This is an optimization exercise on Yosys and OpenROAD, whose aim is small area and a short achievable clock period, not a production implementation. At most, simulation tests tie the RTL to the original design; equivalence was not proved. No functional check of the RTL was part of runs 1 and 2. Power is estimated from default activity; no workload was simulated.

$ cat flow/constraint.sdc
create_clock -name core_clock -period 6.0 [get_ports {clk_i}]
set_input_delay 1.2000 -clock core_clock [delete_from_list [all_inputs] [get_ports {clk_i}]]
set_output_delay 1.2000 -clock core_clock [all_outputs]
set_load 0.01 [all_outputs]
$ cat flow/design.v
package lhc_pkg;
  localparam int unsigned LIMIT_REGS = 7;
  localparam int unsigned CFG_IDX_W  = 3;
  localparam int unsigned CFG_DATA_W = 16;
  localparam int unsigned DUR_W      = 16;
  localparam int unsigned CNT_W      = 20;
  localparam int unsigned IDX_W      = 4;
  localparam logic [LIMIT_REGS*DUR_W-1:0] LIMIT_RESET = {
    16'd50000, 16'd20000, 16'd10000, 16'd5000,
    16'd2500, 16'd1000, 16'd500
  };
  localparam int unsigned IN_BEAT_W  = 3 + DUR_W;
  localparam int unsigned OUT_BEAT_W = IDX_W + CNT_W + 1;
  localparam int unsigned NUM_RESULTS = 14;
  localparam logic [2:0] CMD_RECORD   = 3'd0;
  localparam logic [2:0] CMD_TIMEOUT  = 3'd1;
  localparam logic [2:0] CMD_USER     = 3'd2;
  localparam logic [2:0] CMD_OVERFLOW = 3'd3;
  localparam logic [2:0] CMD_SNAPSHOT = 3'd4;
endpackage
module lhc_ctrl (
  input  logic       clk_i,
  input  logic       rst_ni,
  input  logic       in_valid_i,
  input  logic [2:0] command_i,
  output logic       in_stall_o,
  output logic       accept_o,
  input  logic       out_stall_i,
  output logic       out_valid_o,
  output logic       load_o,
  output logic [lhc_pkg::IDX_W-1:0] load_idx_o,
  output logic [lhc_pkg::IDX_W-1:0] out_idx_o,
  output logic       out_last_o
);
  localparam logic [lhc_pkg::IDX_W-1:0] LAST_IDX = lhc_pkg::IDX_W'(lhc_pkg::NUM_RESULTS - 1);
  logic dump_q, out_valid_q, last_q;
  logic [lhc_pkg::IDX_W-1:0] idx_q, oidx_q;
  logic snap, load, is_last;
  assign in_stall_o = dump_q;
  assign accept_o   = in_valid_i & ~dump_q;
  assign snap       = accept_o & (command_i == lhc_pkg::CMD_SNAPSHOT);
  assign load       = dump_q & (~out_valid_q | ~out_stall_i);
  assign is_last    = (idx_q == LAST_IDX);
  always_ff @(posedge clk_i or negedge rst_ni) begin
    if (!rst_ni) begin
      dump_q      <= 1'b0;
      out_valid_q <= 1'b0;
      idx_q       <= '0;
    end else begin
      dump_q      <= snap | (dump_q & ~(load & is_last));
      out_valid_q <= load | (out_valid_q & out_stall_i);
      if (load) idx_q <= is_last ? '0 : idx_q + 1'b1;
    end
  end
  always_ff @(posedge clk_i) begin
    if (load) begin
      oidx_q <= idx_q;
      last_q <= is_last;
    end
  end
  assign load_o      = load;
  assign load_idx_o  = idx_q;
  assign out_valid_o = out_valid_q;
  assign out_idx_o   = oidx_q;
  assign out_last_o  = last_q;
endmodule
module lhc_dp (
  input  logic                  clk_i,
  input  logic                  rst_ni,
  input  logic                  cfg_we_i,
  input  logic [lhc_pkg::CFG_IDX_W-1:0]  cfg_index_i,
  input  logic [lhc_pkg::CFG_DATA_W-1:0] cfg_wdata_i,
  input  logic                  accept_i,
  input  logic [2:0]            command_i,
  input  logic [lhc_pkg::DUR_W-1:0] duration_i,
  input  logic                  load_i,
  input  logic [lhc_pkg::IDX_W-1:0] load_idx_i,
  output logic [lhc_pkg::CNT_W-1:0] out_value_o
);
  localparam int unsigned DUR_W = lhc_pkg::DUR_W;
  localparam int unsigned CNT_W = lhc_pkg::CNT_W;
  localparam int unsigned NLIM  = lhc_pkg::LIMIT_REGS;
  function automatic logic [CNT_W-1:0] cnt_inc(input logic [CNT_W-1:0] q, input logic en);
    logic [CNT_W-1:0] ones;
    ones[0] = 1'b1;
    for (int i = 1; i < CNT_W; i++) ones[i] = ones[i-1] & q[i-1];
    cnt_inc = q ^ ({CNT_W{en}} & ones);
  endfunction
  logic             rec_a, tmo_a, usr_a, ovf_a, cwe_a;
  logic [DUR_W-1:0] dur_a, cdat_a;
  logic [2:0]       cidx_a;
  always_ff @(posedge clk_i or negedge rst_ni) begin
    if (!rst_ni) begin
      rec_a <= 1'b0;
      tmo_a <= 1'b0;
      usr_a <= 1'b0;
      ovf_a <= 1'b0;
      cwe_a <= 1'b0;
    end else begin
      rec_a <= accept_i & (command_i == lhc_pkg::CMD_RECORD);
      tmo_a <= accept_i & (command_i == lhc_pkg::CMD_TIMEOUT);
      usr_a <= accept_i & (command_i == lhc_pkg::CMD_USER);
      ovf_a <= accept_i & (command_i == lhc_pkg::CMD_OVERFLOW);
      cwe_a <= cfg_we_i & (cfg_index_i != 3'd7);
    end
  end
  always_ff @(posedge clk_i) begin
    dur_a  <= duration_i;
    cidx_a <= cfg_index_i;
    cdat_a <= cfg_wdata_i;
  end
  logic [DUR_W-1:0] limit_q [NLIM];
  always_ff @(posedge clk_i or negedge rst_ni) begin
    if (!rst_ni) begin
      for (int i = 0; i < NLIM; i++) begin
        limit_q[i] <= lhc_pkg::LIMIT_RESET[i*DUR_W +: DUR_W];
      end
    end else if (cwe_a) begin
      limit_q[cidx_a] <= cdat_a;
    end
  end
  logic [7:0] hit, hit_b;
  always_comb begin
    logic none;
    none = rec_a;
    for (int i = 0; i < NLIM; i++) begin
      hit[i] = none & (dur_a <= limit_q[i]);
      none   = none & ~(dur_a <= limit_q[i]);
    end
    hit[7] = none;
  end
  always_ff @(posedge clk_i or negedge rst_ni) begin
    if (!rst_ni) hit_b <= '0;
    else         hit_b <= hit;
  end
  logic [CNT_W-1:0] sample_q, total_q, timeout_q, user_q, ovfc_q;
  logic [DUR_W-1:0] peak_q;
  logic [CNT_W-1:0] bin_q [8];
  always_ff @(posedge clk_i or negedge rst_ni) begin
    if (!rst_ni) begin
      sample_q  <= '0;
      total_q   <= '0;
      peak_q    <= '0;
      timeout_q <= '0;
      user_q    <= '0;
      ovfc_q    <= '0;
      for (int i = 0; i < 8; i++) bin_q[i] <= '0;
    end else begin
      sample_q  <= cnt_inc(sample_q, rec_a);
      timeout_q <= cnt_inc(timeout_q, tmo_a);
      user_q    <= cnt_inc(user_q, usr_a);
      ovfc_q    <= cnt_inc(ovfc_q, ovf_a);
      for (int i = 0; i < 8; i++) bin_q[i] <= cnt_inc(bin_q[i], hit_b[i]);
      if (rec_a) begin
        total_q <= total_q + CNT_W'(dur_a);
        if (dur_a > peak_q) peak_q <= dur_a;
      end
    end
  end
  logic [CNT_W-1:0] snap_val;
  always_comb begin
    case (load_idx_i)
      4'd0:    snap_val = sample_q;
      4'd1:    snap_val = total_q;
      4'd2:    snap_val = CNT_W'(peak_q);
      4'd3:    snap_val = bin_q[0];
      4'd4:    snap_val = bin_q[1];
      4'd5:    snap_val = bin_q[2];
      4'd6:    snap_val = bin_q[3];
      4'd7:    snap_val = bin_q[4];
      4'd8:    snap_val = bin_q[5];
      4'd9:    snap_val = bin_q[6];
      4'd10:   snap_val = bin_q[7];
      4'd11:   snap_val = timeout_q;
      4'd12:   snap_val = user_q;
      default: snap_val = ovfc_q;
    endcase
  end
  always_ff @(posedge clk_i) begin
    if (load_i) out_value_o <= snap_val;
  end
endmodule
module latency_histogram_counters_top (
  input  logic                  clk_i,
  input  logic                  rst_ni,
  input  logic                  cfg_we_i,
  input  logic [lhc_pkg::CFG_IDX_W-1:0]  cfg_index_i,
  input  logic [lhc_pkg::CFG_DATA_W-1:0] cfg_wdata_i,
  input  logic                  in_valid_i,
  output logic                  in_stall_o,
  input  logic [lhc_pkg::IN_BEAT_W-1:0]  in_beat_i,
  output logic                  out_valid_o,
  input  logic                  out_stall_i,
  output logic [lhc_pkg::OUT_BEAT_W-1:0] out_beat_o
);
  logic accept, load, last;
  logic [lhc_pkg::IDX_W-1:0] load_idx, out_idx;
  logic [lhc_pkg::CNT_W-1:0] out_value;
  lhc_ctrl u_ctrl (
    .clk_i       (clk_i),
    .rst_ni      (rst_ni),
    .in_valid_i  (in_valid_i),
    .command_i   (in_beat_i[18:16]),
    .in_stall_o  (in_stall_o),
    .accept_o    (accept),
    .out_stall_i (out_stall_i),
    .out_valid_o (out_valid_o),
    .load_o      (load),
    .load_idx_o  (load_idx),
    .out_idx_o   (out_idx),
    .out_last_o  (last)
  );
  lhc_dp u_dp (
    .clk_i       (clk_i),
    .rst_ni      (rst_ni),
    .cfg_we_i    (cfg_we_i),
    .cfg_index_i (cfg_index_i),
    .cfg_wdata_i (cfg_wdata_i),
    .accept_i    (accept),
    .command_i   (in_beat_i[18:16]),
    .duration_i  (in_beat_i[15:0]),
    .load_i      (load),
    .load_idx_i  (load_idx),
    .out_value_o (out_value)
  );
  assign out_beat_o = {out_idx, out_value, last};
endmodule
$ cat flow/config.mk
export PLATFORM = sky130hd
export DESIGN_NAME = latency_histogram_counters_top
export DESIGN_NICKNAME = latency_histogram_counters_top
export VERILOG_FILES = /design/flow/design.v
export SDC_FILE = /design/flow/constraint.sdc
export NUM_CORES = 4
export LEC_CHECK = 0
export CAP_MARGIN = 20
export CORE_MARGIN = 2
export CORE_UTILIZATION = 40
export CTS_BUF_LIST = sky130_fd_sc_hd__clkbuf_16
export CTS_CLUSTER_DIAMETER = 80
export CTS_CLUSTER_SIZE = 30
export SETUP_SLACK_MARGIN = 3.6
export SLEW_MARGIN = 20
$ cat flow/run.sh
#!/bin/bash
# synth_recipe.tcl (not shown) runs the flow's synth.tcl, then flattens the netlist and writes it again
# the make line also repeats each setting of config.mk as NAME=value (left out here)
make -C /OpenROAD-flow-scripts/flow DESIGN_CONFIG=/design/flow/config.mk WORK_HOME=/design/flow/orfs CLKGATE_MAP_FILE= SYNTH_SCRIPT=/design/flow/synth_recipe.tcl finish
==> notes.md, run 1 <==
vias 16400; final setup TNS 0 ns; area grow syn2layout 18.4%; Post-DRT Antenna Nets 0; part of the Yosys area used for sequential elements 51.3%; Critical Path Source Type flip-flop; root buffer selected by CTS clkbuf_16; Worst Clk Skew 0.0261 ns; Syn Inst Count 2041; post-synth top area cell dfrtp_1; Yosys cell types 67; CP Max Fanout 3; routed len/inst 21.5 um; Remaining DRCs 0; Seq cells post-synth 467; Synth Cell Area 22800 um^2; nets@finish 2421; number of diodes 0; # rows 87; Worst-Margin Slew 0.962 ns; Core Area 56400 um^2; ranking of synthesized cells by area dfrtp_1, ha_1, xnor2_1, dfstp_2, xor2_1; CTS sink cnt 467; Hold Fails Final Rpt 0; antenna violations before repair 0; Worst Path Arrival 3.02 ns; Initial DRC Count 1296; vias per cell 5.47; grt ovf 0; Hold Crit Class reg -> reg; CTS Buf Count 28; CTS tree done; Die Wd 243 um; status complete, no violations; largest net degree at the start of global routing 144; YS warnings 4; post-layout min period 2.54 ns; Slew Viols, Final 0; Pwr Density 334 nW/um^2; Setup-failing EPs final 0; ys async rst share 87.2%; Max VDD drop 0.274 mV; Leakage 12.6 nW; Fmax achieved 394 MHz; placed cell areas 24500 um^2; most frequent cells in the layout dfrtp_1, nand2_1, xnor2_1; fin util 47.8%; Multi-input gate area 11000 um^2; initial core utilization 40.4%; layout cells sized above 1 22.2%; global-route wire length before repair 98800 um; Synth Flop Type dfrtp_1; unrepaired setup endpoints after global routing yes; CP startpoint u_dp.total_q[5]; worst skew pair latency 0.62 ns; top cell type's share of synthesized area 40.5%; hold path start u_dp.bin_q[7][19]; post-route clock period utilization 42.3%; Clock transition at path regs 0.10 ns; vias in the first global route 16700; Reg area 11800 um^2; clk buf depth 3; Fill cells 5160; die height 243 um; commonest non-fill, non-tap cell in the layout dfrtp_1; final WL 64300 um; Syn Nets 2241; DRT Pass-1 Iters 6; PortBufs 69; H-tree levels 1; RR Startpoint u_dp.total_q[5]; Critical Path RT 6.48 ns; die area 58900 um^2; Post-synth EDFFs 25; GP Congestion 0.894; dpl hpwl 45300 um; worst setup path category reg -> reg; Post-Syn Area per Cell 11.2 um^2; cell area after layout 27000 um^2; IO Pins 70; CP Capture Type flip-flop; GRT Overall Usage 21.6%; Slew HR 35.9%; MaxCap Viol Count 0
final timing paths:
check	to	slack, ns	cells past startpoint
worst max-delay path	u_dp.total_q[16]	3.46	10
worst min-delay path	u_dp.bin_q[7][19]	0.48	1
worst max register to register	u_dp.total_q[16]	3.46	10
max in group asynchronous	u_dp.timeout_q[4]	3.91	2
worst min register to register	u_dp.bin_q[7][19]	0.48	1
min in group asynchronous	u_dp.ovfc_q[7]	0.64	1
per-layer routing:
| layer | vias up | track usage (%) | routed length (um) |
|---|---|---|---|
| li1 | 7589 | - | - |
| met4 | 0 | 7.98 | 2900 |
| met1 | 8234 | 27.0 | 26300 |
| met3 | 144 | 2.34 | 2930 |
| met2 | 446 | 38.5 | 32200 |
| met5 | - | 0 | 0 |
cell families after synthesis:
family	count (synthesis)	share of synthesized area, %
AOI/OAI and AO/OA	373	11.4
xor gates and xnor gates	243	9.34
adders and majority gates	157	8.66
buffers and inverters	193	3.23
DFF	467	51.3
muxes	85	4.17
and+or+nand+nor	523	11.9
through the flow:
step / power, W / cells / hold WS, ns / worst slack, ns
after floorplan: 0.00539 / 2041 / 0.423 / 3.61
after global placement: 0.00634 / 2840 / 0.465 / 2.70
after detailed placement: 0.00641 / 2842 / 0.464 / 2.73
after CTS: 0.00885 / 2959 / 0.482 / 3.49
after global routing: 0.00946 / 2999 / 0.492 / 3.38
final: 0.00899 / 2999 / 0.482 / 3.46
cell type report:
class                   count  share of cell area (%)
repair buffers            200                    6.33
well taps                 756                    3.51
flip-flops and latches    467                    43.6
clock inverters            23                   0.965
multi-input cells        1381                    40.9
inverters                 143                    2.00
clock buffers              29                    2.69
worst max-delay path, cell delays in order, from the launching register on:
cell,delay (ns)
dfrtp_1,0.44
ha_4,0.24
a21o_1,0.16
or3_1,0.36
o211ai_1,0.18
buf_4,0.17
a31oi_4,0.09
o311a_1,0.34
o21ai_2,0.20
a21boi_2,0.08
xor2_1,0.14
timing repair:
action                     4_1_cts  5_1_grt
pin swaps                       22       38
setup endpoints to repair      122       66
cloned                           1        1
hold buffers                     0        0
buffers inserted                64       38
resized for setup              251       77
registers in the layout, summed over array words and instances, names as in the netlist, 3 cells and up:
name              flops
u_dp.bin_q          160
u_dp.limit_q        112
u_dp.out_value_o     20
u_dp.ovfc_q          20
u_dp.sample_q        20
u_dp.timeout_q       20
u_dp.total_q         20
u_dp.user_q          20
u_dp.cdat_a          16
u_dp.dur_a           16
u_dp.peak_q          16
u_dp.hit_b            8
u_ctrl.idx_q          4
u_ctrl.oidx_q         4
u_dp.cidx_a           3
cells in the mapped netlist, types with 8 or more instances:
| library cell | n |
|---|---|
| a21o_1 | 31 |
| a21oi_1 | 45 |
| a221oi_1 | 40 |
| a222oi_1 | 12 |
| a22o_1 | 34 |
| a22oi_1 | 28 |
| a31oi_1 | 9 |
| a41oi_1 | 14 |
| and2_1 | 10 |
| and3_1 | 39 |
| and4_1 | 26 |
| clkbuf_1 | 45 |
| dfrtp_1 | 369 |
| dfstp_2 | 38 |
| dfxtp_1 | 35 |
| edfxtp_1 | 25 |
| ha_1 | 156 |
| inv_1 | 143 |
| mux2_1 | 9 |
| mux2_2 | 71 |
| nand2_1 | 192 |
| nand2b_1 | 9 |
| nand3_1 | 64 |
| nand4_1 | 33 |
| nor2_1 | 79 |
| nor2b_1 | 10 |
| nor3_1 | 18 |
| nor3b_1 | 8 |
| o21a_1 | 21 |
| o21ai_0 | 101 |
| xnor2_1 | 151 |
| xor2_1 | 92 |
report_power, final:
group / internal (W) / switching, W / total, W / leakage [nW]
registers: 0.00368 / 0.000410 / 0.00409 / 5.89
clock network: 0.00102 / 0.00121 / 0.00224 / 0.491
logic: 0.00117 / 0.00150 / 0.00267 / 6.19
==> run 2: changes to the inputs <==
--- a/flow/config.mk
+++ b/flow/config.mk
@@ -8,8 +8,5 @@
 export CAP_MARGIN = 20
 export CORE_MARGIN = 2
 export CORE_UTILIZATION = 40
-export CTS_BUF_LIST = sky130_fd_sc_hd__clkbuf_16
-export CTS_CLUSTER_DIAMETER = 80
-export CTS_CLUSTER_SIZE = 30
 export SETUP_SLACK_MARGIN = 3.6
 export SLEW_MARGIN = 20
==> run 2 against run 1 <==
Sequential power about the same. Clock skew is 0.0071 ns lower. Cell area increased by 2.8%. Non-clock buffer count shrank 4. Global-route usage grew 0.44 points. Total power increased by 10%. Die area is the same. Combinational power about the same. Sequential cell count unchanged. Cell count rose by 1.3%. Highest routed layer unchanged.
==> notes.md, run 2 <==
Post-Syn Area per Cell 11.2 um^2 (unchanged); post-layout min period 2.53 ns (-0.00480 ns); # rows 87 (unchanged); largest net degree at the start of global routing 144 (unchanged); Setup-failing EPs final 0 (unchanged); YS warnings 4 (unchanged); Die Wd 243 um (unchanged); Syn Nets 2241 (unchanged); Seq cells post-synth 467 (unchanged); Largest regs u_dp.bin_q x160, u_dp.limit_q x112; layout cells sized above 1 23.4% (+1.2 points); number of diodes 0 (unchanged); part of the Yosys area used for sequential elements 51.3% (unchanged); ranking of synthesized cells by area dfrtp_1, ha_1, xnor2_1, dfstp_2, xor2_1; clk buf depth 3 (unchanged); Initial DRC Count 1351 (+4.2%); worst-path cell chain ha_1 -> nor2b_4 -> o21a_1 -> o21a_1 -> o211ai_1 -> a21oi_1 -> a211o_1 -> a21oi_4 -> buf_6 -> buf_12 -> mux2_4; Synth Flop Type dfrtp_1; CTS tree done; vias 16600 (+1.3%); nets@finish 2440 (+0.78%); vias in the first global route 17000 (+1.9%); Buf/Inv on CP 2 (+1); WL met1 26800 um (+2.2%); Post-synth EDFFs 25 (unchanged); Syn Inst Count 2041 (unchanged); largest stage delay on the critical path 0.52 ns (+0.08 ns); die area 58900 um^2 (unchanged); unrepaired setup endpoints after global routing yes; Slew Viols, Final 0 (unchanged); CTS Buf Count 51 (+82%); GRT Overall Usage 22.0% (+0.44 points); PortBufs 69 (unchanged); max reg flops 160 (unchanged); Worst-Margin Slew 1.02 ns (+0.0597 ns); post-route clock period utilization 42.2% (-0.080 points); Critical Path Source Type flip-flop; root buffer selected by CTS clkbuf_16; Synth Cell Area 22800 um^2 (unchanged); commonest non-fill, non-tap cell in the layout dfrtp_1; Pwr Total 0.00994 W (+10%); CP Capture Type flip-flop; status complete, no violations; top cell family by delay on the critical path compound AO/OA/AOI/OAI gates; Slew HR 31.9% (-4.0 points); Pwr Density 359 nW/um^2 (+7.5%); initial core utilization 40.4% (unchanged); Max VDD drop 0.275 mV (+0.28%); met2 routed WL 32900 um (+2.2%); antenna violations before repair 0 (unchanged); top cell type's share of synthesized area 40.5% (unchanged); Worst Path Arrival 3.01 ns (about the same); CP Max Fanout 7 (+4); Crit-path slowest cell dfrtp_1; Core Area 56400 um^2 (unchanged); cell mode on critical path o21a_1; vias per cell 5.47 (about the same); cell with the most instances after synthesis dfrtp_1; DRT Pass-1 Iters 6 (unchanged); Remaining DRCs 0 (unchanged); Critical Path RT 6.47 ns (about the same); Hold Fails Final Rpt 0 (unchanged); Leakage 12.9 nW (+2.6%); post-synth top area cell dfrtp_1; Clock transition at path regs 0.06 ns (-0.04 ns); grt ovf 0 (unchanged); CTS sink cnt 467 (unchanged); IO Pins 70 (unchanged); final setup TNS 0 ns (unchanged); Hold Crit Class reg -> reg; final WL 65100 um (+1.1%); DR top layer met4; largest reg by FF count u_dp.bin_q; worst skew pair latency 0.61 ns (about the same); met3 WL post-DR 2860 um (-2.1%); die height 243 um (unchanged); area grow syn2layout 21.7%; Yosys cell types 67 (unchanged); Post-CTS Hold Fix Bufs 0 (unchanged); H-tree levels 2 (+1); MaxCap Viol Count 0 (unchanged); Post-DRT Antenna Nets 0 (unchanged); global-route wire length before repair 100000 um (+1.5%); most frequent cells in the layout dfrtp_1, nand2_1, xnor2_1; GP Congestion 0.894 (unchanged); dpl hpwl 45300 um (unchanged); routed len/inst 21.4 um (-0.21%); Worst Clk Skew 0.0190 ns (-0.00713 ns); commonest cells in the netlist dfrtp_1, nand2_1, ha_1; ys async rst share 87.2% (unchanged); worst setup path category reg -> reg; Fmax achieved 395 MHz (+0.19%)
## run 2: logic make-up (layout without fill, tap and decap cells)
family	after synthesis	in the layout	share of synthesized area (%)
AOI/OAI and AO/OA	373	373	11.4
muxes	85	85	4.17
buffers and inverters	193	435	3.23
adders and majority gates	157	157	8.66
DFF	467	467	51.3
and+or+nand+nor	523	523	11.9
xor gates and xnor gates	243	243	9.34
## run 2: path summary, 6_finish.rpt
kind	startpoint	endpoint	slack (ns)	cells after the start
setup / recovery	u_dp.peak_q[0]	u_dp.peak_q[5]	3.47	11
hold / removal	u_dp.bin_q[7][19]	u_dp.bin_q[7][19]	0.47	1
setup reg to reg	u_dp.peak_q[0]	u_dp.peak_q[5]	3.47	11
hold reg to reg	u_dp.bin_q[7][19]	u_dp.bin_q[7][19]	0.47	1
max in group asynchronous	rst_ni	u_dp.peak_q[9]	3.85	2
min in group asynchronous	rst_ni	u_dp.ovfc_q[7]	0.64	1
## run 2: final cells by class
type / instances / area, um^2
Fill cell: 5085 / 28700
Sequential cell: 467 / 11800
Multi-Input combinational cell: 1381 / 11100
Timing Repair Buffer: 196 / 1670
Clock buffer: 82 / 1550
Tap cell: 756 / 946
Inverter: 143 / 541
Clock inverter: 14 / 129
## run 2: metrics by stage
stage / hold slack, ns / instances / area, um^2 / setup WS (ns) / utilization (%)
after detailed placement: 0.464 / 2842 / 24500 / 2.73 / 43.5
after global routing: 0.485 / 3039 / 27700 / 3.41 / 49.1
final: 0.475 / 3039 / 27700 / 3.47 / 49.1
after global placement: 0.465 / 2840 / 24500 / 2.70 / 43.4
after CTS: 0.476 / 3004 / 27100 / 3.50 / 48.1
after floorplan: 0.423 / 2041 / 22800 / 3.61 / -
## run 2: routing by layer
metal | global-route usage, % | vias to the layer above
li1 | - | 7662
met1 | 27.2 | 8376
met2 | 38.8 | 474
met3 | 3.11 | 118
met4 | 8.61 | 0
met5 | 0 | -
## run 2: report_power, final
part           total (W)  switching, W  internal (W)  leakage, nW
Sequential       0.00411      0.000420       0.00369         5.89
Clock            0.00314       0.00132       0.00182        0.831
Combinational    0.00269       0.00151       0.00118         6.18
Total            0.00994       0.00325       0.00668         12.9
## run 2: what timing repair did
item / CTS / global route
setup buffers: 64 / 34
endpoints found under the hold margin: 0 / 0
endpoints found under the setup margin: 121 / 65
pin swaps: 28 / 43
gates cloned: 2 / 0
resized for setup: 267 / 80
## run 2: worst reg2reg max path, stage by stage, from the launching register on
cell,delay [ns]
dfrtp_1,0.52
ha_1,0.26
nor2b_4,0.05
o21a_1,0.16
o21a_1,0.16
o211ai_1,0.17
a21oi_1,0.10
a211o_1,0.27
a21oi_4,0.18
buf_6,0.13
buf_12,0.13
mux2_4,0.30
==> run 3: changes to the inputs <==
--- a/flow/design.v
+++ b/flow/design.v
@@ -52,8 +52,11 @@
       if (load) idx_q <= is_last ? '0 : idx_q + 1'b1;
     end
   end
-  always_ff @(posedge clk_i) begin
-    if (load) begin
+  always_ff @(posedge clk_i or negedge rst_ni) begin
+    if (!rst_ni) begin
+      oidx_q <= '0;
+      last_q <= 1'b0;
+    end else if (load) begin
       oidx_q <= idx_q;
       last_q <= is_last;
     end
@@ -80,6 +83,7 @@
   localparam int unsigned DUR_W = lhc_pkg::DUR_W;
   localparam int unsigned CNT_W = lhc_pkg::CNT_W;
   localparam int unsigned NLIM  = lhc_pkg::LIMIT_REGS;
+  localparam int unsigned TLO_W = CNT_W / 2;
   function automatic logic [CNT_W-1:0] cnt_inc(input logic [CNT_W-1:0] q, input logic en);
     logic [CNT_W-1:0] ones;
     ones[0] = 1'b1;
@@ -133,13 +137,20 @@
     if (!rst_ni) hit_b <= '0;
     else         hit_b <= hit;
   end
-  logic [CNT_W-1:0] sample_q, total_q, timeout_q, user_q, ovfc_q;
+  logic [CNT_W-1:0] sample_q, timeout_q, user_q, ovfc_q;
+  logic [TLO_W-1:0] tot_lo_q;
+  logic [CNT_W-TLO_W-1:0] tot_hi_q;
+  logic             tot_cy_q;
+  logic [TLO_W:0]   tot_lo_sum;
   logic [DUR_W-1:0] peak_q;
   logic [CNT_W-1:0] bin_q [8];
+  assign tot_lo_sum = {1'b0, tot_lo_q} + (rec_a ? (TLO_W+1)'(dur_a[TLO_W-1:0]) : '0);
   always_ff @(posedge clk_i or negedge rst_ni) begin
     if (!rst_ni) begin
       sample_q  <= '0;
-      total_q   <= '0;
+      tot_lo_q  <= '0;
+      tot_hi_q  <= '0;
+      tot_cy_q  <= 1'b0;
       peak_q    <= '0;
       timeout_q <= '0;
       user_q    <= '0;
@@ -151,17 +162,17 @@
       user_q    <= cnt_inc(user_q, usr_a);
       ovfc_q    <= cnt_inc(ovfc_q, ovf_a);
       for (int i = 0; i < 8; i++) bin_q[i] <= cnt_inc(bin_q[i], hit_b[i]);
-      if (rec_a) begin
-        total_q <= total_q + CNT_W'(dur_a);
-        if (dur_a > peak_q) peak_q <= dur_a;
-      end
+      {tot_cy_q, tot_lo_q} <= tot_lo_sum;
+      tot_hi_q <= tot_hi_q + (rec_a ? (CNT_W-TLO_W)'(dur_a[DUR_W-1:TLO_W]) : '0)
+                           + (CNT_W-TLO_W)'(tot_cy_q);
+      if (rec_a && (dur_a > peak_q)) peak_q <= dur_a;
     end
   end
   logic [CNT_W-1:0] snap_val;
   always_comb begin
     case (load_idx_i)
       4'd0:    snap_val = sample_q;
-      4'd1:    snap_val = total_q;
+      4'd1:    snap_val = {tot_hi_q, tot_lo_q};
       4'd2:    snap_val = CNT_W'(peak_q);
       4'd3:    snap_val = bin_q[0];
       4'd4:    snap_val = bin_q[1];
@@ -176,8 +187,9 @@
       default: snap_val = ovfc_q;
     endcase
   end
-  always_ff @(posedge clk_i) begin
-    if (load_i) out_value_o <= snap_val;
+  always_ff @(posedge clk_i or negedge rst_ni) begin
+    if (!rst_ni)     out_value_o <= '0;
+    else if (load_i) out_value_o <= snap_val;
   end
 endmodule
 module latency_histogram_counters_top (
--- a/flow/config.mk
+++ b/flow/config.mk
@@ -8,5 +8,8 @@
 export CAP_MARGIN = 20
 export CORE_MARGIN = 2
 export CORE_UTILIZATION = 40
-export SETUP_SLACK_MARGIN = 3.6
+export CTS_BUF_LIST = sky130_fd_sc_hd__clkbuf_16
+export CTS_CLUSTER_DIAMETER = 80
+export CTS_CLUSTER_SIZE = 30
+export SETUP_SLACK_MARGIN = 3.8
 export SLEW_MARGIN = 20
==> run 3 against run 2 <==
Synthesized area increased by 1.5%. Wire length decreased by 5.9%. Critical path depth decreased by 10. Sequential cell count increased by 1. Cell count increased by 1.5%. Largest cell class unchanged. Critical endpoint is now out_beat_o[15]. Clock power decreased by about 30%. Setup slack improved by 0.13 ns.
==> notes.md, run 3 <==
Pwr Total 0.00855 W (-14%); Fmax achieved 416 MHz (+5.3%); initial core utilization 40.3% (-0.10 points); Reg area 11600 um^2 (-0.98%); post-layout min period 2.40 ns (-0.129 ns); global-route wire length before repair 96500 um (-3.8%); worst-path cell chain buf_2; CTS sink cnt 468 (+0.21%); Seq cells post-synth 468 (+0.21%); Core Area 57400 um^2 (+1.7%); mux contribution to synthesized area 3.53% (-0.65 points); Hold Fails Final Rpt 0 (unchanged); worst skew pair latency 0.62 ns (about the same); Yosys cell types 75 (+12%); H-tree levels 1 (-1); most frequent cells in the layout dfrtp_1, nand2_1, inv_1; Die Wd 244 um (+0.72%); worst setup path category reg -> out; post-route clock period utilization 40.1% (-2.1 points); Multi-input gate area 11400 um^2 (+2.3%); Simple-Gate Fraction of Synth Area 14.4% (+2.5 points); status complete, no violations; PortBufs 69 (unchanged); Remaining DRCs 0 (unchanged); vias 16700 (+0.39%); ys async rst share 92.5% (+5.4 points); Hold Crit Class reg -> reg; Leakage 12.6 nW (-2.6%); Worst Clk Skew 0.0437 ns (+0.0247 ns); area grow syn2layout 17.6%; Slew Viols, Final 0 (unchanged); Worst Path Arrival 1.20 ns (-1.81 ns); top cell type's share of synthesized area 42.8% (+2.2 points); Syn Nets 2343 (+4.6%); YS warnings 4 (unchanged); Fill cells 5204 (+2.3%); ranking of synthesized cells by area dfrtp_1, ha_1, xnor2_1, dfstp_2, nand2_1; final WL 61200 um (-5.9%); post-synth top area cell dfrtp_1; cell with the most instances after synthesis dfrtp_1; Final Non-Filler Cells 3085 (+1.5%); Synth Area in Compound Gates 10.4% (-1.0 points); die area 59700 um^2 (+1.4%); CTS tree done; adder-cell share of the synthesized area 8.65% (about the same); Critical Path Source Type flip-flop; commonest non-fill, non-tap cell in the layout dfrtp_1; largest net degree at the start of global routing 144 (unchanged); Initial DRC Count 1275 (-5.6%); largest reg by FF count u_dp.bin_q; Largest regs u_dp.bin_q x160, u_dp.limit_q x112; Slew HR 31.3% (-0.64 points); top cell family by delay on the critical path flip-flops; Crit-path slowest cell dfrtp_1; number of diodes 0 (unchanged); IO Pins 70 (unchanged); MaxCap Viol Count 0 (unchanged); antenna violations before repair 0 (unchanged); nets@finish 2499 (+2.4%); Post-synth EDFFs 0 (-100%); die height 244 um (+0.72%); vias per cell 5.41 (-1.1%); CTS Buf Count 29 (-43%); DRT Pass-1 Iters 5 (-1); # rows 88 (+1.1%); grt ovf 0 (unchanged); Critical Path RT 4.80 ns (-1.67 ns); XOR/XNOR Fraction of Synth Area 9.17% (-0.17 points); GP Congestion 0.877 (-2.0%); max reg flops 160 (unchanged); Buf/Inv on CP 1 (-1); unrepaired setup endpoints after global routing yes; Cells after DPL 2938 (+3.4%); Post-DRT Antenna Nets 0 (unchanged); largest stage delay on the critical path 0.43 ns (-0.09 ns); clk buf depth 3 (unchanged); vias in the first global route 16900 (-0.35%); Synth Flop Type dfrtp_1; fin util 47.4% (-1.8 points); dpl hpwl 42300 um (-6.5%); part of the Yosys area used for sequential elements 50.1% (-1.2 points); Pwr Density 315 nW/um^2 (-12%); Syn Inst Count 2142 (+4.9%); final setup TNS 0 ns (unchanged); largest family of logic cells by synthesized area simple AND/OR/NAND/NOR gates; CP Max Fanout 2 (-5); routed len/inst 19.8 um (-7.3%); CP Capture Type output pin; Post-CTS Hold Fix Bufs 0 (unchanged); Clock transition at path regs 0.10 ns (+0.04 ns); root buffer selected by CTS clkbuf_16; GRT Overall Usage 20.5% (-1.5 points); R2R setup slack 3.71 ns (+0.24 ns); Post-Syn Area per Cell 10.8 um^2 (-3.3%); layout cells sized above 1 19.6% (-3.9 points); Synth Cell Area 23100 um^2 (+1.5%); commonest cells in the netlist dfrtp_1, nand2_1, inv_1; Worst-Margin Slew 1.03 ns (+0.00423 ns); Max VDD drop 0.248 mV (-9.9%); Setup-failing EPs final 0 (unchanged)
==> run 3: cell count changes in the layout (fill, tap and decap cells not counted), moves of 25 or more <==
cell and change:
a221oi_1 -26, a22oi_1 +64, dfrtp_1 +38, edfxtp_1 -25, nand2_1 +25, nand3_1 +34, nand4_1 +36
==> run 3: power breakdown <==
group	leakage, nW	internal, W	total [W]	switching (W)
Combinational	6.11	0.00105	0.00235	0.00130
Sequential	5.98	0.00361	0.00400	0.000392
Clock	0.478	0.000955	0.00220	0.00124
==> run 3: through the flow <==
stage	setup WS [ns]	hold WS, ns	instance area, um^2
2_1_floorplan	3.75	0.441	23200
3_3_place_gp	2.81	0.459	24800
3_5_place_dp	2.79	0.462	24800
4_1_cts	3.46	0.478	26600
5_1_grt	3.57	0.489	27200
6_report	3.60	0.476	27200
==> run 3: layer usage <==
metal / global-route usage (%) / vias up / routed length, um
li1: - / 7857 / -
met1: 28.3 / 8389 / 27600
met2: 34.2 / 365 / 29100
met3: 2.71 / 84 / 2950
met4: 5.43 / 0 / 1570
met5: 0 / - / 0
==> run 3: repair_timing <==
action | in CTS | in global routing
gates cloned | 2 | 0
endpoints found under the setup margin | 99 | 110
resized for setup | 207 | 74
pin swaps | 37 | 30
setup buffers | 55 | 36
==> run 3: final timing paths <==
check                                startpoint                 to  depth (start not counted)
setup / recovery           u_dp.out_value_o[14]     out_beat_o[15]                          1
min in group asynchronous                rst_ni      u_ctrl.dump_q                          1
hold / removal                u_dp.bin_q[6][19]  u_dp.bin_q[6][19]                          1
max in group asynchronous                rst_ni  u_dp.bin_q[6][14]                          2
hold reg to reg               u_dp.bin_q[6][19]  u_dp.bin_q[6][19]                          1
setup reg to reg                     u_dp.rec_a   u_dp.tot_hi_q[7]                         10
==> run 3: cell families (layout without fill, tap and decap cells) <==
| group | count (synthesis) | after routing |
|---|---|---|
| AND/OR/NAND/NOR | 614 | 614 |
| flip-flops | 468 | 468 |
| AO/OA/AOI/OAI | 362 | 362 |
| XOR/XNOR | 242 | 242 |
| buffers and inverters | 225 | 403 |
| adder cells (fa/ha/maj) | 158 | 158 |
| multiplexers | 73 | 73 |
==> run 3: final cells by class <==
class	instances	share of cell area (%)
sequential	468	42.8
multi-input combinational	1449	41.8
timing repair buffer	183	5.90
tap	765	3.52
clock buffer	29	2.67
inverter	167	2.33
clock inverter	24	0.934
==> run 4: changes to the inputs <==
--- a/flow/config.mk
+++ b/flow/config.mk
@@ -11,5 +11,5 @@
 export CTS_BUF_LIST = sky130_fd_sc_hd__clkbuf_16
 export CTS_CLUSTER_DIAMETER = 80
 export CTS_CLUSTER_SIZE = 30
-export SETUP_SLACK_MARGIN = 3.8
+export SETUP_SLACK_MARGIN = 3.6
 export SLEW_MARGIN = 20
==> run 4 against run 3 <==
Still clean. Combinational power down 14%. Sequential cell count unchanged. Clock power up 4%. Cell area down 3.6%. Critical endpoint unchanged. Highest routed layer unchanged.
==> notes.md, run 4 <==
status complete, no violations; CTS Buf Count 29 (unchanged); Fmax achieved 413 MHz (-0.68%); Max VDD drop 0.235 mV (-5.2%); post-layout min period 2.42 ns (+0.0164 ns); Die Wd 244 um (unchanged); cell with the most instances after synthesis dfrtp_1; Slew Viols, Final 0 (unchanged); top cell type's share of synthesized area 42.8% (unchanged); number of diodes 0 (unchanged); top cell family by delay on the critical path flip-flops; part of the Yosys area used for sequential elements 50.1% (unchanged); Hold Fails Final Rpt 0 (unchanged); Worst-Margin Slew 1.04 ns (+0.0132 ns); cell area after layout 26200 um^2 (-3.6%); CP Max Fanout 2 (unchanged); Core Area 57400 um^2 (unchanged); final setup TNS 0 ns (unchanged); antenna violations before repair 0 (unchanged); largest family of logic cells by synthesized area simple AND/OR/NAND/NOR gates; pre-CTS WS 2.80 ns (+0.00770 ns); mux contribution to synthesized area 3.53% (unchanged); Simple-Gate Fraction of Synth Area 14.4% (unchanged); Crit-path slowest cell dfrtp_1; Post-CTS Hold Fix Bufs 0 (unchanged); ranking of synthesized cells by area dfrtp_1, ha_1, xnor2_1, dfstp_2, nand2_1; clk buf depth 3 (unchanged); Initial DRC Count 1188 (-6.8%); Synth Flop Type dfrtp_1; YS warnings 4 (unchanged); Yosys cell types 75 (unchanged); Leakage 12.1 nW (-3.7%); Setup-failing EPs final 0 (unchanged); final WL 59900 um (-2.2%); most frequent cells in the layout dfrtp_1, nand2_1, inv_1; vias in the first global route 16400 (-3.3%); PortBufs 69 (unchanged); CP Capture Type output pin; area grow syn2layout 13.4%; H-tree levels 1 (unchanged); vias per cell 5.41 (about the same); Worst Clk Skew 0.0224 ns (-0.0213 ns); CTS tree done; Largest regs u_dp.bin_q x160, u_dp.limit_q x112; worst skew pair latency 0.62 ns (about the same); grt ovf 0 (unchanged); Synth Area in Compound Gates 10.4% (unchanged); unrepaired setup endpoints after global routing yes; Remaining DRCs 0 (unchanged); post-synth top area cell dfrtp_1; Post-Syn Area per Cell 10.8 um^2 (unchanged); Buf/Inv on CP 1 (unchanged); Post-DRT Antenna Nets 0 (unchanged); largest net degree at the start of global routing 154 (+6.9%); DRT Pass-1 Iters 5 (unchanged); root buffer selected by CTS clkbuf_16; die area 59700 um^2 (unchanged); Hold Crit Class reg -> reg; largest reg by FF count u_dp.bin_q; worst-path cell chain buf_2; worst setup path category reg -> out; dpl hpwl 41900 um (-0.97%); global-route wire length before repair 94800 um (-1.8%); MaxCap Viol Count 0 (unchanged); vias 16400 (-2.0%); max reg flops 160 (unchanged); min setup slack post-route 3.58 ns (-0.0164 ns); Worst Path Arrival 1.22 ns (+0.02 ns); ys async rst share 92.5% (unchanged); commonest cells in the netlist dfrtp_1, nand2_1, inv_1; commonest non-fill, non-tap cell in the layout dfrtp_1; placed cell areas 24700 um^2 (-0.33%); Critical Path Source Type flip-flop; Syn Inst Count 2142 (unchanged); routed len/inst 19.8 um (-0.19%); Synth Cell Area 23100 um^2 (unchanged); Fin Hold WS 0.479 ns (+0.00309 ns); Clock transition at path regs 0.12 ns (+0.02 ns); die height 244 um (unchanged); adder-cell share of the synthesized area 8.65% (unchanged); Syn Nets 2343 (unchanged); nets@finish 2438 (-2.4%); CTS sink cnt 468 (unchanged); # rows 88 (unchanged); XOR/XNOR Fraction of Synth Area 9.17% (unchanged); IO Pins 70 (unchanged); GP Congestion 0.858 (-2.1%); Post-synth EDFFs 0 (unchanged); GRT Overall Usage 20.3% (-0.26 points); post-route clock period utilization 40.3% (+0.27 points); Slew HR 30.4% (-0.88 points); Pwr Density 318 nW/um^2 (+1.0%); layout cells sized above 1 15.3% (-4.3 points); Critical Path RT 4.80 ns (about the same); initial core utilization 40.3% (unchanged); Seq cells post-synth 468 (unchanged); largest stage delay on the critical path 0.44 ns (about the same)
run 4: cell types whose count changed in the layout (fill, tap and decap cells not counted), moves of 5 or more:
cell	previous run	this run
buf_4	91	46
mux2_2	53	68
mux2_4	15	0
ha_1	140	152
ha_4	14	3
buf_6	14	7
dfxtp_2	6	13
dfxtp_4	10	3
nand2_1	213	219
buf_12	7	2
run 4: final timing paths:
check | from | to | slack, ns | depth (start not counted)
hold reg to reg | u_dp.bin_q[4][19] | u_dp.bin_q[4][19] | 0.48 | 1
min in group asynchronous | rst_ni | u_dp.user_q[1] | 0.61 | 1
max in group asynchronous | rst_ni | u_dp.limit_q[4][14] | 4.02 | 2
setup reg to reg | u_dp.rec_a | u_dp.tot_hi_q[8] | 3.62 | 10
setup / recovery | u_dp.out_value_o[14] | out_beat_o[15] | 3.58 | 1
hold / removal | u_dp.bin_q[4][19] | u_dp.bin_q[4][19] | 0.48 | 1
run 4: kinds of logic after synthesis:
group / count (synthesis)
buf+inv: 225
xor+xnor: 242
fa+ha+maj: 158
flops: 468
compound gates: 362
simple gates: 614
mux: 73
run 4: worst reg2reg max path: cells and delay by family (launching register included):
| kind | cells | cell delay (ns) |
|---|---|---|
| compound gates | 4 | 0.64 |
| xor+xnor | 1 | 0.13 |
| fa+ha+maj | 2 | 0.66 |
| buf+inv | 1 | 0.06 |
| flops | 1 | 0.57 |
| simple gates | 2 | 0.21 |
run 4: routing by layer:
| metal | track usage [%] | vias up | part of all wire, % | wire length (um) |
|---|---|---|---|---|
| met1 | 27.8 | 8182 | 44 | 26600 |
| met2 | 33.9 | 382 | 48 | 28600 |
| li1 | - | 7724 | - | - |
| met5 | 0 | - | 0 | 0 |
| met4 | 5.31 | 0 | 2.8 | 1650 |
| met3 | 2.57 | 80 | 5.0 | 3000 |
run 4: cell type report:
class                           count  area (um^2)
Timing Repair Buffer              122         1010
Tap cell                          765          957
Sequential cell                   468        11600
Inverter                          167          631
Clock inverter                     24          307
Fill cell                        5306        31200
Multi-Input combinational cell   1449        11000
Clock buffer                       29          726
run 4: metrics by stage:
| stage | power, W | util, % | instances |
|---|---|---|---|
| final | 0.00833 | 45.7 | 3024 |
| after global placement | 0.00593 | 43.1 | 2935 |
| after floorplan | 0.00515 | - | 2142 |
| after CTS | 0.00831 | 45.2 | 3010 |
| after global routing | 0.00882 | 45.7 | 3024 |
| after detailed placement | 0.00599 | 43.1 | 2935 |
run 4: power breakdown:
group          switching [W]  internal (W)
Clock                0.00127       0.00102
Sequential          0.000416       0.00361
Combinational        0.00117      0.000841
run 4: timing repair:
| item | in CTS | in global routing |
|---|---|---|
| endpoints found under the setup margin | 88 | 52 |
| resized for setup | 155 | 37 |
| pin swaps | 9 | 15 |
| buffers inserted | 22 | 13 |
==> run 5: changes to the inputs <==
--- a/flow/config.mk
+++ b/flow/config.mk
@@ -7,9 +7,9 @@
 export LEC_CHECK = 0
 export CAP_MARGIN = 20
 export CORE_MARGIN = 2
-export CORE_UTILIZATION = 40
+export CORE_UTILIZATION = 50
 export CTS_BUF_LIST = sky130_fd_sc_hd__clkbuf_16
-export CTS_CLUSTER_DIAMETER = 80
-export CTS_CLUSTER_SIZE = 30
-export SETUP_SLACK_MARGIN = 3.6
+export CTS_CLUSTER_DIAMETER = 60
+export CTS_CLUSTER_SIZE = 25
+export SETUP_SLACK_MARGIN = 3.7
 export SLEW_MARGIN = 20
==> run 5 against run 4 <==
Still clean. Sequential share of layout area decreased by 1.3 points. Critical path depth is the same. Sequential cell count stayed put. Hold slack got worse by 0.0053 ns. Global-route usage is 6.0 points higher. Cell count is 3.3% lower. Total power grew 7.8%. Register-to-register slack gained 0.05 ns. Setup slack better by 0.031 ns. Synthesized area is the same. Critical path type unchanged. Critical endpoint is now out_beat_o[19]. Highest routed layer unchanged.
==> notes.md, run 5 <==
Yosys cell types 75 (unchanged); Clock transition at path regs 0.07 ns (-0.05 ns); ranking of synthesized cells by area dfrtp_1, ha_1, xnor2_1, dfstp_2, nand2_1; Syn Nets 2343 (unchanged); vias per cell 5.66 (+4.5%); top cell family by delay on the critical path flip-flops; number of diodes 0 (unchanged); register share of total power 45.0% (-3.3 points); Leakage 12.6 nW (+4.1%); Max VDD drop 0.292 mV (+24%); CTS Buf Count 42 (+45%); CTS tree done; vias in the first global route 16500 (+1.2%); final setup TNS 0 ns (unchanged); ys async rst share 92.5% (unchanged); Pwr Density 332 nW/um^2 (+4.6%); Clock power frac 31.3% (+3.8 points); Slew Viols, Final 0 (unchanged); post-layout min period 2.39 ns (-0.0308 ns); largest net degree at the start of global routing 112 (-27%); most frequent cells in the layout dfrtp_1, nand2_1, inv_1; Die Wd 219 um (-10%); reported net switching power 0.00295 W (+3.1%); vias 16500 (+1.0%); area grow syn2layout 16.8%; final WL 61500 um (+2.7%); antenna violations before repair 0 (unchanged); initial core utilization 50.8% (+11 points); cell with the most instances after synthesis dfrtp_1; Sw Share 32.8% (-1.5 points); Post-CTS Hold Fix Bufs 0 (unchanged); dpl hpwl 42600 um (+1.5%); Seq cells post-synth 468 (unchanged); Synth Flop Type dfrtp_1; Worst Clk Skew 0.0179 ns (-0.00447 ns); worst setup path end out_beat_o[19]; reg2reg path depth 7 (-3); fin util 59.4% (+14 points); part of the Yosys area used for sequential elements 50.1% (unchanged); CP Max Fanout 2 (unchanged); Fill cells 3868 (-27%); post-synth top area cell dfrtp_1; Syn Inst Count 2142 (unchanged); Post-DRT Antenna Nets 0 (unchanged); Int Power 0.00603 W (+10%); H-tree levels 2 (+1); Setup-failing EPs final 0 (unchanged); Buf/Inv on CP 1 (unchanged); layout cells sized above 1 18.6% (+3.3 points); worst setup path category reg -> out; Initial DRC Count 1269 (+6.8%); Final Non-Filler Cells 2923 (-3.3%); DRT Pass-1 Iters 5 (unchanged); combinational group share of total power 23.8% (-0.4 points); Worst Path Arrival 1.19 ns (-0.03 ns); die height 219 um (-10%); CTS sink cnt 468 (unchanged); RR Startpoint u_dp.limit_q[4][10]; Hold Fails Final Rpt 0 (unchanged); grt ovf 0 (unchanged); Reg area 11600 um^2 (about the same); IO Pins 70 (unchanged); top cell type's share of synthesized area 42.8% (unchanged); commonest non-fill, non-tap cell in the layout dfrtp_1; WP depth 1 (unchanged); Pwr Total 0.00897 W (+7.8%); Synth Cell Area 23100 um^2 (unchanged); CP startpoint u_dp.out_value_o[18]; nets@finish 2490 (+2.1%); Critical Path Source Type flip-flop; root buffer selected by CTS clkbuf_16; R2R Path End u_dp.hit_b[6]; Post-Syn Area per Cell 10.8 um^2 (unchanged); Crit-path slowest cell dfrtp_1; die area 48000 um^2 (-20%); Multi-input gate area 11200 um^2 (+1.9%); clk buf depth 3 (unchanged); Fmax achieved 419 MHz (+1.3%); R2R setup slack 3.67 ns (+0.05 ns); commonest cells in the netlist dfrtp_1, nand2_1, inv_1; Remaining DRCs 0 (unchanged); status complete, no violations; CP Capture Type output pin; post-route clock period utilization 39.8% (-0.51 points); Cells after DPL 2774 (-5.5%); Worst-Margin Slew 0.960 ns (-0.0786 ns); PortBufs 69 (unchanged); unrepaired setup endpoints after global routing yes; max reg flops 160 (unchanged); largest stage delay on the critical path 0.44 ns (about the same); GRT Overall Usage 26.3% (+6.0 points); Core Area 45500 um^2 (-21%); global-route wire length before repair 96100 um (+1.4%); GP Congestion 0.859 (+0.13%); Hold Crit Class reg -> reg; worst-path cell chain buf_2; Largest regs u_dp.bin_q x160, u_dp.limit_q x112; largest reg by FF count u_dp.bin_q; Fin Hold WS 0.474 ns (-0.00533 ns); worst skew pair latency 0.59 ns (-0.03 ns); Slew HR 36.0% (+5.6 points); Post-synth EDFFs 0 (unchanged); YS warnings 4 (unchanged); # rows 78 (-11%); Critical Path RT 4.80 ns (about the same); MaxCap Viol Count 0 (unchanged); routed len/inst 21.0 um (+6.3%)
## run 5: cell counts after synthesis
Identical to the previous run, type by type.
## run 5: repair_timing
action / 4_1_cts / 5_1_grt
setup endpoints to repair: 93 / 130
gates resized for setup: 197 / 42
pin swaps: 28 / 27
hold endpoints to repair: 0 / 0
gates cloned: 2 / 1
buffers inserted: 41 / 25
## run 5: how the worst min path moves through the flow
stage,from,to,slack [ns],cells past startpoint
after floorplan,u_dp.timeout_q[19],u_dp.timeout_q[19],0.44,1
after global placement,u_dp.bin_q[0][19],u_dp.bin_q[0][19],0.46,1
after detailed placement,u_dp.user_q[19],u_dp.user_q[19],0.46,1
after CTS,u_dp.user_q[19],u_dp.user_q[19],0.48,1
after global routing,u_dp.bin_q[0][19],u_dp.bin_q[0][19],0.49,1
final,u_dp.bin_q[4][19],u_dp.bin_q[4][19],0.47,1
## run 5: power by group through the flow
stage          Clock (W)  Sequential (W)  Combinational (W)
2_1_floorplan          0         0.00391            0.00125
3_3_place_gp           0         0.00407            0.00187
3_5_place_dp           0         0.00408            0.00192
4_1_cts          0.00286         0.00403            0.00202
5_1_grt          0.00300         0.00408            0.00237
6_report         0.00281         0.00403            0.00213
## run 5: cell type report
class | count | share of cell area (%)
Tap cell | 600 | 2.78
Inverter | 167 | 2.34
Sequential cell | 468 | 43.1
Multi-Input combinational cell | 1449 | 41.3
Clock buffer | 44 | 4.08
Timing Repair Buffer | 161 | 5.27
Clock inverter | 34 | 1.12
## run 5: per-layer routing
metal | vias to the layer above | track usage (%) | wire length (um)
met5 | - | 0 | 0
met4 | 0 | 9.21 | 2020
met3 | 84 | 4.88 | 3050
met2 | 352 | 43.3 | 29500
met1 | 8255 | 34.9 | 27000
li1 | 7840 | - | -
## run 5: worst reg2reg max path, stage by stage, from the launching register on
cell and delay [ns]:
dfstp_2 0.52, inv_1 0.04, ha_1 0.29, nand4_1 0.31, a211oi_1 0.37, o31a_1 0.31, nand2_2 0.14, nor4b_4 0.28
## run 5: logic make-up after synthesis
group	synth area share [%]
XOR/XNOR	9.17
multiplexers	3.53
AND/OR/NAND/NOR	14.4
AO/OA/AOI/OAI	10.4
flip-flops	50.1
adder cells (fa/ha/maj)	8.65
buffers and inverters	3.77
## run 5: per-stage QoR
step	instance area, um^2	setup slack, ns
finish	27000	3.61
global route	27000	3.57
CTS	26600	3.58
detailed placement	24600	2.77
global placement	24600	2.81
floorplan	23100	3.71
==> run 6: changes to the inputs <==
==> flow/flow/run.sh (new file) <==
#!/bin/bash
# Own flow: the standard layout, except that synthesis maps the logic with
# an area-recovering ABC script (flow/abc_speed.script). Registers, their names
# and cell types come out as in the standard synthesis (they are mapped before
# ABC runs). Each step's full output goes to a log file in this folder.
set -euo pipefail
W=$PWD
mkdir -p "$W/scripts_abc"
cp -r "$FLOW_HOME/scripts/." "$W/scripts_abc/"
cp "$W/flow/abc_speed.script" "$W/scripts_abc/abc_speed.script"
bash standard.sh SCRIPTS_DIR="$W/scripts_abc" synth > "$W/synth.log" 2>&1
bash standard.sh finish > "$W/layout.log" 2>&1
==> flow/flow/abc_speed.script (new file) <==
&get -n
&st
&dch
&nf -R 1000
&put
==> flow/standard.sh (new file) <==
#!/bin/bash
# synth_recipe.tcl (not shown) runs the flow's synth.tcl, then flattens the netlist and writes it again
# the make line also repeats each setting of config.mk as NAME=value (left out here)
make -C /OpenROAD-flow-scripts/flow DESIGN_CONFIG=/design/flow/config.mk WORK_HOME=/design/flow/orfs CLKGATE_MAP_FILE= SYNTH_SCRIPT=/design/flow/synth_recipe.tcl "${@:-finish}"
--- a/flow/config.mk
+++ b/flow/config.mk
@@ -7,9 +7,9 @@
 export LEC_CHECK = 0
 export CAP_MARGIN = 20
 export CORE_MARGIN = 2
-export CORE_UTILIZATION = 50
+export CORE_UTILIZATION = 40
 export CTS_BUF_LIST = sky130_fd_sc_hd__clkbuf_16
-export CTS_CLUSTER_DIAMETER = 60
-export CTS_CLUSTER_SIZE = 25
-export SETUP_SLACK_MARGIN = 3.7
+export CTS_CLUSTER_DIAMETER = 80
+export CTS_CLUSTER_SIZE = 30
+export SETUP_SLACK_MARGIN = 3.6
 export SLEW_MARGIN = 20
removed: flow/run.sh
==> run 6 against run 5 <==
Clock-buffer cell count is 15 lower. Largest cell class unchanged. Synthesized cell count fell by 3.8%. Highest routed layer unchanged. Hold slack lost 0.0072 ns.
==> notes.md, run 6 <==
status complete, no violations; Yosys cell types 48 (-36%); vias 16300 (-1.6%); Initial DRC Count 1160 (-8.6%); IO Pins 70 (unchanged); CTS tree done; commonest non-fill, non-tap cell in the layout dfrtp_1; CP Capture Type flip-flop; clk buf depth 3 (unchanged); Core Area 53700 um^2 (+18%); area grow syn2layout 20.5%; worst-path cell chain inv_4 -> ha_4 -> nand2_4 -> o21ai_2 -> nand3_2 -> a21oi_2 -> a211oi_2 -> o311ai_2 -> nand3_1 -> nand2_1 -> a21boi_4 -> nand4_1 -> or4_1 -> and3b_1; CTS Buf Count 29 (-31%); CP Max Fanout 2 (unchanged); nets@finish 2493 (+0.12%); most frequent cells in the layout dfrtp_1, nand2_1, nor2_1; largest stage delay on the critical path 0.55 ns (+0.11 ns); grt ovf 0 (unchanged); CTS sink cnt 468 (unchanged); PortBufs 69 (unchanged); Crit-path slowest cell dfstp_2; cell with the most instances after synthesis dfrtp_1; ys async rst share 92.5% (unchanged); commonest cells in the netlist dfrtp_1, nand2_1, nor2_1; Die Wd 237 um (+8.1%); Post-DRT Antenna Nets 0 (unchanged); vias per cell 5.40 (-4.5%); final WL 53300 um (-13%); worst skew pair latency 0.62 ns (+0.03 ns); Synth Flop Type dfrtp_1; Worst Path Arrival 3.58 ns (+2.39 ns); post-synth top area cell dfrtp_1; # rows 85 (+9.0%); number of diodes 0 (unchanged); H-tree levels 1 (-1); reported net switching power 0.00286 W (-2.8%); GP Congestion 0.828 (-3.6%); vias in the first global route 16500 (-0.19%); Hold Crit Class reg -> reg; max reg flops 160 (unchanged); worst setup path category reg -> reg; Slew Viols, Final 0 (unchanged); Clock power frac 26.6% (-4.7 points); Syn Nets 2261 (-3.5%); Slew HR 41.7% (+5.8 points); Worst Clk Skew 0.0328 ns (+0.0149 ns); final setup TNS 0 ns (unchanged); Fill cells 4882 (+26%); routed len/inst 17.7 um (-16%); largest reg by FF count u_dp.bin_q; die height 237 um (+8.1%); GRT Overall Usage 18.9% (-7.3 points); dpl hpwl 35900 um (-16%); Critical Path RT 6.54 ns (+1.74 ns); Fin Hold WS 0.467 ns (-0.00719 ns); YS warnings 4 (unchanged); Post-Syn Area per Cell 10.5 um^2 (-2.6%); unrepaired setup endpoints after global routing yes; antenna violations before repair 0 (unchanged); ranking of synthesized cells by area dfrtp_1, ha_1, dfstp_2, xnor2_1, nand2_1; Hold Fails Final Rpt 0 (unchanged); largest net degree at the start of global routing 113 (+0.89%); MaxCap Viol Count 0 (unchanged); register share of total power 47.8% (+2.8 points); root buffer selected by CTS clkbuf_16; Remaining DRCs 0 (unchanged); top cell type's share of synthesized area 45.7% (+2.9 points); Fmax achieved 329 MHz (-21%); initial core utilization 40.3% (-11 points); Synth Cell Area 21600 um^2 (-6.3%); die area 56000 um^2 (+17%); Worst-Margin Slew 0.874 ns (-0.0863 ns); combinational group share of total power 25.6% (+1.8 points); Critical Path Source Type flip-flop; Post-synth EDFFs 0 (unchanged); layout cells sized above 1 18.0% (-0.58 points); Max VDD drop 0.231 mV (-21%); Leakage 12.0 nW (-4.3%); part of the Yosys area used for sequential elements 53.5% (+3.4 points); Pwr Density 320 nW/um^2 (-3.8%); post-layout min period 3.04 ns (+0.651 ns); Largest regs u_dp.bin_q x160, u_dp.limit_q x112; Setup-failing EPs final 0 (unchanged); global-route wire length before repair 86200 um (-10%); Seq cells post-synth 468 (unchanged); Clock transition at path regs 0.09 ns (+0.02 ns); Int Power 0.00547 W (-9.2%); post-route clock period utilization 50.7% (+11 points); Syn Inst Count 2060 (-3.8%); DRT Pass-1 Iters 5 (unchanged); Sw Share 34.4% (+1.5 points)
==> run 6: power by group through the flow <==
stage | logic (W) | registers (W) | clock network [W]
after floorplan | 0.00111 | 0.00391 | 0
after CTS | 0.00200 | 0.00398 | 0.00228
after detailed placement | 0.00185 | 0.00401 | 0
after global routing | 0.00239 | 0.00404 | 0.00240
final | 0.00213 | 0.00399 | 0.00222
after global placement | 0.00178 | 0.00401 | 0
==> run 6: per-layer routing <==
layer	wire, um	track usage (%)
met5	0	0
met4	1170	4.24
met3	1790	1.92
met2	27100	34.0
met1	23200	24.7
==> run 6: cells by family after synthesis <==
logic type	synth area share, %
and+or+nand+nor	13.6
DFF	53.5
muxes	0.364
xor gates and xnor gates	8.09
adders and majority gates	9.24
AOI/OAI and AO/OA	12.4
buffers and inverters	2.72
==> run 6: path summary, 6_finish.rpt <==
kind,from,endpoint,slack [ns],depth (start not counted)
max,u_dp.limit_q[1][3],u_dp.hit_b[7],2.96,14
min,u_dp.limit_q[3][9],u_dp.limit_q[3][9],0.47,2
max reg2reg,u_dp.limit_q[1][3],u_dp.hit_b[7],2.96,14
min reg2reg,u_dp.limit_q[3][9],u_dp.limit_q[3][9],0.47,2
max in group asynchronous,rst_ni,u_dp.limit_q[5][12],4.18,2
min in group asynchronous,rst_ni,u_dp.ovfc_q[0],0.62,1
==> run 6: cell type report <==
| cell class | instances | area, um^2 | share of cell area, % |
|---|---|---|---|
| repair buffers | 197 | 1650 | 6.32 |
| multi-input cells | 1441 | 10400 | 39.7 |
| clock inverters | 25 | 280 | 1.07 |
| clock buffers | 29 | 726 | 2.78 |
| flip-flops and latches | 468 | 11600 | 44.5 |
| inverters | 155 | 587 | 2.25 |
| well taps | 696 | 871 | 3.34 |
==> run 6: repair_timing <==
| item | CTS | global route |
|---|---|---|
| hold buffers | 0 | 0 |
| setup endpoints to repair | 148 | 98 |
| gates cloned | 5 | 0 |
| resized for setup | 276 | 79 |
| pin swaps | 42 | 60 |
| setup buffers | 60 | 47 |
==> run 6: metrics by stage <==
| stage | power (W) | cell area [um^2] | worst slack [ns] | utilization, % | std cells |
|---|---|---|---|---|---|
| 2_1_floorplan | 0.00502 | 21700 | 3.31 | - | 2060 |
| 3_3_place_gp | 0.00578 | 23500 | 2.72 | 43.8 | 2845 |
| 3_5_place_dp | 0.00586 | 23500 | 2.63 | 43.8 | 2845 |
| 4_1_cts | 0.00826 | 25400 | 3.05 | 47.3 | 2964 |
| 5_1_grt | 0.00883 | 26100 | 2.83 | 48.6 | 3011 |
| 6_report | 0.00834 | 26100 | 2.96 | 48.6 | 3011 |
==> run 6: worst max-delay path, delay by kind of cell (launching register included) <==
family	cells	cell delay, ns
simple gates	7	1.24
buf+inv	1	0.04
fa+ha+maj	1	0.27
compound gates	5	0.89
flops	1	0.55
==> run 7: changes to the inputs <==
==> flow/flow/run.sh (replaced) <==
#!/bin/bash
# Own flow: the standard layout with two changes.
#  1. Synthesis is the standard one, except that ABC stops after technology
#     mapping (flow/abc_speed.script is ORFS's abc_speed.script without its
#     final buffering and gate-sizing commands); OpenROAD's repair sizes gates
#     later with placement information. Registers are mapped before ABC runs,
#     so their names and cell types are the standard synthesis's.
#  2. Ports are buffered with buf_2 cells instead of the delay buffers that
#     port buffering otherwise picks.
# Each step's full output goes to a log file of its own in this folder.
set -euo pipefail
W=$PWD
mkdir -p "$W/scripts_abc"
cp -r "$FLOW_HOME/scripts/." "$W/scripts_abc/"
cp "$W/flow/abc_speed.script" "$W/scripts_abc/abc_speed.script"
bash standard.sh SCRIPTS_DIR="$W/scripts_abc" synth > "$W/synth.log" 2>&1
bash standard.sh "BUFFER_PORTS_ARGS=-buffer_cell sky130_fd_sc_hd__buf_2" finish > "$W/layout.log" 2>&1
==> flow/flow/abc_speed.script (replaced) <==
&get -n
&st
&dch
&nf
&st
&syn2
&if -g -K 6
&synch2
&nf
&st
&syn2
&if -g -K 6
&synch2
&nf
&st
&syn2
&if -g -K 6
&synch2
&nf
&st
&syn2
&if -g -K 6
&synch2
&nf
&st
&syn2
&if -g -K 6
&synch2
&nf
&put
==> run 7 against run 6 <==
Cell area is 0.92% lower. Via count is 2.1% higher. Core utilization is 2.6 points lower. Sequential share of layout area is 0.48 points higher. Clock skew is 0.010 ns lower. Critical path type unchanged. Critical endpoint is now u_dp.hit_b[5]. First-iteration DRC count is 12% higher. Non-clock buffer count is 71 lower. Largest cell class unchanged.
==> notes.md, run 7 <==
CP startpoint u_dp.limit_q[1][9]; routed len/inst 20.9 um (+18%); Max VDD drop 0.247 mV (+7.1%); Leakage 11.5 nW (-4.3%); Buf/Inv on CP 2 (+1); post-layout min period 2.43 ns (-0.605 ns); dpl hpwl 45400 um (+26%); reg2reg path depth 9 (-5); GRT Overall Usage 21.5% (+2.6 points); post-synth top area cell dfrtp_1; Die Wd 242 um (+2.2%); Post-DRT Antenna Nets 0 (unchanged); Slew HR 45.7% (+4.0 points); most frequent cells in the layout dfrtp_1, nand2_1, clkinv_1; YS warnings 4 (unchanged); clk buf depth 3 (unchanged); DRT Pass-1 Iters 5 (unchanged); initial core utilization 40.3% (about the same); RR Startpoint u_dp.limit_q[1][9]; Yosys cell types 56 (+17%); Synth Cell Area 22600 um^2 (+4.5%); final setup TNS 0 ns (unchanged); CTS tree done; Remaining DRCs 0 (unchanged); unrepaired setup endpoints after global routing yes; post-route clock period utilization 40.6% (-10 points); vias per cell 5.51 (+1.9%); layout cells sized above 1 13.4% (-4.6 points); Post-synth EDFFs 0 (unchanged); cell mode on critical path nand4_1; die height 242 um (+2.2%); Crit-path slowest cell dfstp_2; vias in the first global route 16600 (+0.67%); # rows 87 (+2.4%); Syn Nets 2286 (+1.1%); Initial DRC Count 1296 (+12%); Seq cells post-synth 468 (unchanged); Largest regs u_dp.bin_q x160, u_dp.limit_q x112; Fmax achieved 411 MHz (+25%); grt ovf 0 (unchanged); GP Congestion 0.944 (+14%); area grow syn2layout 14.3%; CP Max Fanout 5 (+3); top cell type's share of synthesized area 43.7% (-2.0 points); worst setup path end u_dp.hit_b[5]; Hold Crit Class reg -> reg; Worst-Margin Slew 0.814 ns (-0.0596 ns); ranking of synthesized cells by area dfrtp_1, ha_1, xnor2_1, dfstp_2, nand2_1; Post-Syn Area per Cell 10.8 um^2 (+3.2%); MaxCap Viol Count 0 (unchanged); status complete, no violations; Hold Fails Final Rpt 0 (unchanged); vias 16600 (+2.1%); antenna violations before repair 0 (unchanged); Worst Clk Skew 0.0227 ns (-0.0101 ns); WP depth 9 (-5); CTS Buf Count 28 (-3.4%); min setup slack post-route 3.57 ns (+0.605 ns); commonest non-fill, non-tap cell in the layout dfrtp_1; largest net degree at the start of global routing 122 (+8.0%); ys async rst share 92.5% (unchanged); worst setup path category reg -> reg; commonest cells in the netlist dfrtp_1, nand2_1, clkinv_1; H-tree levels 1 (unchanged); root buffer selected by CTS clkbuf_16; part of the Yosys area used for sequential elements 51.2% (-2.3 points); PortBufs 69 (unchanged); die area 58500 um^2 (+4.4%); largest reg by FF count u_dp.bin_q; Setup-failing EPs final 0 (unchanged); max reg flops 160 (unchanged); Worst Path Arrival 2.94 ns (-0.64 ns); Fill cells 5272 (+8.0%); final WL 63100 um (+18%); Fin Hold WS 0.476 ns (+0.00914 ns); worst skew pair latency 0.61 ns (about the same); largest stage delay on the critical path 0.53 ns (-0.02 ns); cell with the most instances after synthesis dfrtp_1; Syn Inst Count 2085 (+1.2%); Core Area 56200 um^2 (+4.6%); R2R Path End u_dp.hit_b[5]; Clock transition at path regs 0.10 ns (about the same); Critical Path RT 6.51 ns (-0.03 ns); top cell family by delay on the critical path simple AND/OR/NAND/NOR gates; pre-CTS WS 2.91 ns (+0.279 ns); IO Pins 70 (unchanged); Synth Flop Type dfrtp_1; Pwr Total 0.00831 W (-0.36%); number of diodes 0 (unchanged); Critical Path Source Type flip-flop; Slew Viols, Final 0 (unchanged); CTS sink cnt 468 (unchanged); R2R setup slack 3.57 ns (+0.61 ns); Pwr Density 321 nW/um^2 (+0.56%); worst-path cell chain inv_2 -> ha_4 -> nand4_1 -> nor4_2 -> o21ai_1 -> a31oi_2 -> buf_4 -> nand4_1 -> nor4b_2; CP Capture Type flip-flop; nets@finish 2441 (-2.1%); global-route wire length before repair 98000 um (+14%)
## run 7: area by class of cell
cell class	instances	area [um^2]	share of cell area, %
Sequential cell	468	11600	45.0
Clock buffer	30	751	2.90
Inverter	167	633	2.45
Multi-Input combinational cell	1449	10800	41.8
Clock inverter	21	238	0.920
Timing Repair Buffer	126	850	3.29
Tap cell	756	946	3.66
## run 7: repair_timing
action	in CTS	in global routing
hold buffers	0	0
endpoints found under the setup margin	91	56
hold endpoints to repair	0	0
resized for setup	79	35
buffers inserted	20	13
pin swaps	20	18
## run 7: worst min-delay path by stage
stage                                     from              endpoint  slack, ns  depth (start not counted)
after floorplan             u_dp.timeout_q[19]    u_dp.timeout_q[19]       0.44                          1
after global placement    u_dp.out_value_o[14]  u_dp.out_value_o[14]       0.46                          2
after detailed placement     u_dp.bin_q[4][19]     u_dp.bin_q[4][19]       0.46                          1
after CTS                    u_dp.bin_q[4][19]     u_dp.bin_q[4][19]       0.48                          1
after global routing         u_dp.bin_q[1][19]     u_dp.bin_q[1][19]       0.50                          1
final                        u_dp.bin_q[4][19]     u_dp.bin_q[4][19]       0.48                          1
## run 7: per-layer routing
metal | track usage (%) | wire length [um] | vias up
met5 | 0 | 0 | -
met4 | 7.73 | 2610 | 0
met3 | 3.20 | 3390 | 121
met2 | 35.9 | 30000 | 441
met1 | 28.5 | 27100 | 8319
li1 | - | - | 7729
## run 7: per-stage QoR
stage / utilization (%) / instance area (um^2) / std cells
after floorplan: - / 22700 / 2085
after global placement: 43.1 / 24200 / 2931
after detailed placement: 43.1 / 24200 / 2932
after CTS: 45.6 / 25600 / 3003
after global routing: 46.0 / 25800 / 3017
final: 46.0 / 25800 / 3017
## run 7: power breakdown
part	internal (W)	switching (W)	leakage [nW]	total (W)
logic	0.000807	0.00122	5.07	0.00203
registers	0.00361	0.000443	5.97	0.00405
clock network	0.00104	0.00119	0.479	0.00223
total	0.00546	0.00285	11.5	0.00831
## run 7: cell families after synthesis
kind of cell | synth area share (%)
AOI/OAI and AO/OA | 10.6
xor gates and xnor gates | 9.37
adders and majority gates | 8.84
buffers and inverters | 2.80
DFF | 51.2
muxes | 3.61
and+or+nand+nor | 13.6

Re-timed with assumed drivers on the ports (clkbuf_16 on the clock, buf_2 on other inputs), run 7 has 3.528 ns of setup slack against 3.565 ns with ideal ports, and 3.452 ns once port delays also move by the mid clock arrival of 0.655 ns.
